This is an optimization exercise on Yosys and OpenROAD, whose aim is small area and a short achievable clock period, not a production implementation. Where RTL was checked, it was by simulation tests only, not by an equivalence proof against the original. Power figures rest on the tool's default switching activity, not on a simulated workload.

## build 92
==> module pixel_fifo, before the edit <==
module pixel_fifo #(
   parameter int FIFO_BEATS = 16
) (
   input  logic         cpu_clk_g,
   input  logic         rst,
   input  logic [127:0] din,
   input  logic         wr_en,
   input  logic         rd_en,
   output logic [23:0]  dout,
   output logic         valid,
   output logic         beat_done
);
   localparam int PTR_W = $clog2(FIFO_BEATS);
   localparam int CNT_W = $clog2(FIFO_BEATS + 1);
   localparam int PW    = video_pkg::PIX_W;
   logic [PW-1:0]      mem [4*FIFO_BEATS];
   logic [FIFO_BEATS-1:0] wsel;
   logic [FIFO_BEATS-1:0] wsel_nx;
   logic [FIFO_BEATS-1:0] wen;
   logic                  full_nx;
   logic [CNT_W-1:0]   count;
   logic               full_q;
   logic [4*FIFO_BEATS-1:0] rsel;
   logic [1:0]         nlane;
   logic [PW-1:0]      head_q;
   logic               valid_q;
   logic               pop;
   logic               hold;
   logic               take_din;
   logic               take_mem;
   logic [CNT_W-1:0]   count_inc;
   logic [CNT_W-1:0]   count_dec;
   logic               head_last;
   logic               one_left;
   logic [PW-1:0]      next_pix;
   assign pop       = valid_q && rd_en;
   assign head_last = (nlane == 2'd0);
   assign beat_done = pop && head_last;
   assign one_left  = (count == CNT_W'(1)) && head_last;
   always_comb begin
      next_pix = '0;
      for (int j = 0; j < 4*FIFO_BEATS; j++) begin
         next_pix = next_pix | (mem[j] & {PW{rsel[j]}});
      end
   end
   assign dout  = head_q;
   assign valid = valid_q;
   always_ff @(posedge cpu_clk_g) begin
      for (int b = 0; b < FIFO_BEATS; b++) begin
         if (wen[b]) begin
            for (int k = 0; k < 4; k++) begin
               mem[4*b+k] <= din[32*k +: PW];
            end
         end
      end
   end
   assign hold     = valid_q && !pop;
   assign take_din = !valid_q || (pop && one_left);
   assign take_mem = pop && !one_left;
   always_ff @(posedge cpu_clk_g) begin
      head_q <= ({PW{hold}} & head_q) | ({PW{take_din}} & din[PW-1:0])
              | ({PW{take_mem}} & next_pix);
   end
   assign wsel_nx   = wr_en ? {wsel[FIFO_BEATS-2:0], wsel[FIFO_BEATS-1]} : wsel;
   assign full_nx   = beat_done ? 1'b0 : (full_q || (wr_en && count == CNT_W'(FIFO_BEATS - 1)));
   assign count_inc = video_pkg::inc5(count);
   assign count_dec = video_pkg::dec5(count);
   always_ff @(posedge cpu_clk_g) begin
      if (rst) begin
         wsel    <= FIFO_BEATS'(1);
         wen     <= FIFO_BEATS'(1);
         count   <= '0;
         full_q  <= 1'b0;
         rsel    <= (4*FIFO_BEATS)'(2);
         nlane   <= 2'd1;
         valid_q <= 1'b0;
      end else begin
         wsel    <= wsel_nx;
         wen     <= wsel_nx & {FIFO_BEATS{!full_nx}};
         full_q  <= full_nx;
         if (pop) begin
            rsel  <= {rsel[4*FIFO_BEATS-2:0], rsel[4*FIFO_BEATS-1]};
            nlane <= nlane + 2'd1;
         end
         if (wr_en && !beat_done) begin
            count <= count_inc;
         end else if (!wr_en && beat_done) begin
            count <= count_dec;
         end
         valid_q <= wr_en || !(count == '0 || (count == CNT_W'(1) && beat_done));
      end
   end
endmodule
Settings: LEC_CHECK=0, CAP_MARGIN=20, CORE_MARGIN=2, CORE_UTILIZATION=55, CTS_CLUSTER_DIAMETER=80, CTS_CLUSTER_SIZE=24, SETUP_SLACK_MARGIN=2.7, SLEW_MARGIN=20; clock period 5.0 ns.
standard.sh (not shown) runs the stock make flow with config.mk's settings and CLKGATE_MAP_FILE= SYNTH_SCRIPT=/design/flow/synth_recipe.tcl, a recipe that flattens the netlist after the stock synthesis.
==> flow/flow/run.sh <==
#!/bin/bash
# The standard layout (standard.sh), with the port buffers inserted as
# sky130_fd_sc_hd__buf_1 instead of the default delay-cell buffer. Every
# port still gets its own buffer; the resizer may upsize them later.
set -o pipefail
export BUFFER_PORTS_ARGS="-buffer_cell sky130_fd_sc_hd__buf_1"
bash standard.sh > standard.log 2>&1
Build 92 finished every step from synthesis to the final layout, and the layout passed the timing, design-rule and antenna checks.
The following lists how trial 62 was set up differently from build 92:
diff --git a/flow/design.v b/flow/design.v
--- a/flow/design.v
+++ b/flow/design.v
@@ -37,11 +37,10 @@
    localparam int PTR_W = $clog2(FIFO_BEATS);
    localparam int CNT_W = $clog2(FIFO_BEATS + 1);
    localparam int PW    = video_pkg::PIX_W;
    logic [PW-1:0]      mem [4*FIFO_BEATS];
-   logic [FIFO_BEATS-1:0] wsel;
-   logic [FIFO_BEATS-1:0] wsel_nx;
    logic [FIFO_BEATS-1:0] wen;
+   logic [FIFO_BEATS-1:0] freed;
    logic                  full_nx;
    logic [CNT_W-1:0]   count;
    logic               full_q;
    logic [4*FIFO_BEATS-1:0] rsel;
@@ -84,24 +83,32 @@
    always_ff @(posedge cpu_clk_g) begin
       head_q <= ({PW{hold}} & head_q) | ({PW{take_din}} & din[PW-1:0])
               | ({PW{take_mem}} & next_pix);
    end
-   assign wsel_nx   = wr_en ? {wsel[FIFO_BEATS-2:0], wsel[FIFO_BEATS-1]} : wsel;
+   always_comb begin
+      for (int b = 0; b < FIFO_BEATS; b++) begin
+         freed[b] = rsel[4*((b+1)%FIFO_BEATS)];
+      end
+   end
    assign full_nx   = beat_done ? 1'b0 : (full_q || (wr_en && count == CNT_W'(FIFO_BEATS - 1)));
    assign count_inc = video_pkg::inc5(count);
    assign count_dec = video_pkg::dec5(count);
    always_ff @(posedge cpu_clk_g) begin
       if (rst) begin
-         wsel    <= FIFO_BEATS'(1);
          wen     <= FIFO_BEATS'(1);
          count   <= '0;
          full_q  <= 1'b0;
          rsel    <= (4*FIFO_BEATS)'(2);
          nlane   <= 2'd1;
          valid_q <= 1'b0;
       end else begin
-         wsel    <= wsel_nx;
-         wen     <= wsel_nx & {FIFO_BEATS{!full_nx}};
+         if (full_nx) begin
+            wen <= '0;
+         end else if (full_q) begin
+            wen <= freed;
+         end else if (wr_en) begin
+            wen <= {wen[FIFO_BEATS-2:0], wen[FIFO_BEATS-1]};
+         end
          full_q  <= full_nx;
          if (pop) begin
             rsel  <= {rsel[4*FIFO_BEATS-2:0], rsel[4*FIFO_BEATS-1]};
             nlane <= nlane + 2'd1;
[summary]
- From build 92 to trial 62 the numbers moved as follows: pin slew with the least headroom to its limit went down 75 ps; via count of the first global-routing pass went down 381.
- When trial 62 is set beside build 92, its worst IR drop on VDD turns out to be 22% smaller.
- Summary of trial 62 over build 92: number of clock buffer instances in the layout picked up an extra 1; total power draw picked up an extra about 1.1%; clock power picked up an extra 4.3%; utilization of the core after routing picked up an extra 0.17 points; clock skew after layout lost 3.2 ps.
Only the layout flow was run in trial 62; the RTL was not checked for function there.

==> re-timing with driven ports <==
The flow's constraints put no driver on any port. The routed layouts listed below were extracted and timed again, unchanged, in two steps. Step 1 assumes that a clkbuf_16 drives the clock port and a buf_2 every other input. Step 2 also shifts input and output timing later by t, the mid clock arrival at the registers, as if the neighbouring blocks saw the same clock. Slacks: ideal ports / drivers / drivers and shift; pairs: ideal ports / drivers.
run | shift t [ns] | setup slack, ns | hold slack, ns | pins driven straight from the clock port
build 92 | 0.772 | 2.642 / 2.598 / 2.040 | 0.449 / 0.420 / 0.449 | 1
trial 62 | 0.776 | 2.610 / 2.570 / 1.995 | 0.460 / 0.444 / 0.460 | 1
After both steps setup and hold are still met in every run listed. For trial 62, which loses most, drivers alone change the setup slack by -0.040 ns; drivers and shift together by -0.615 ns.
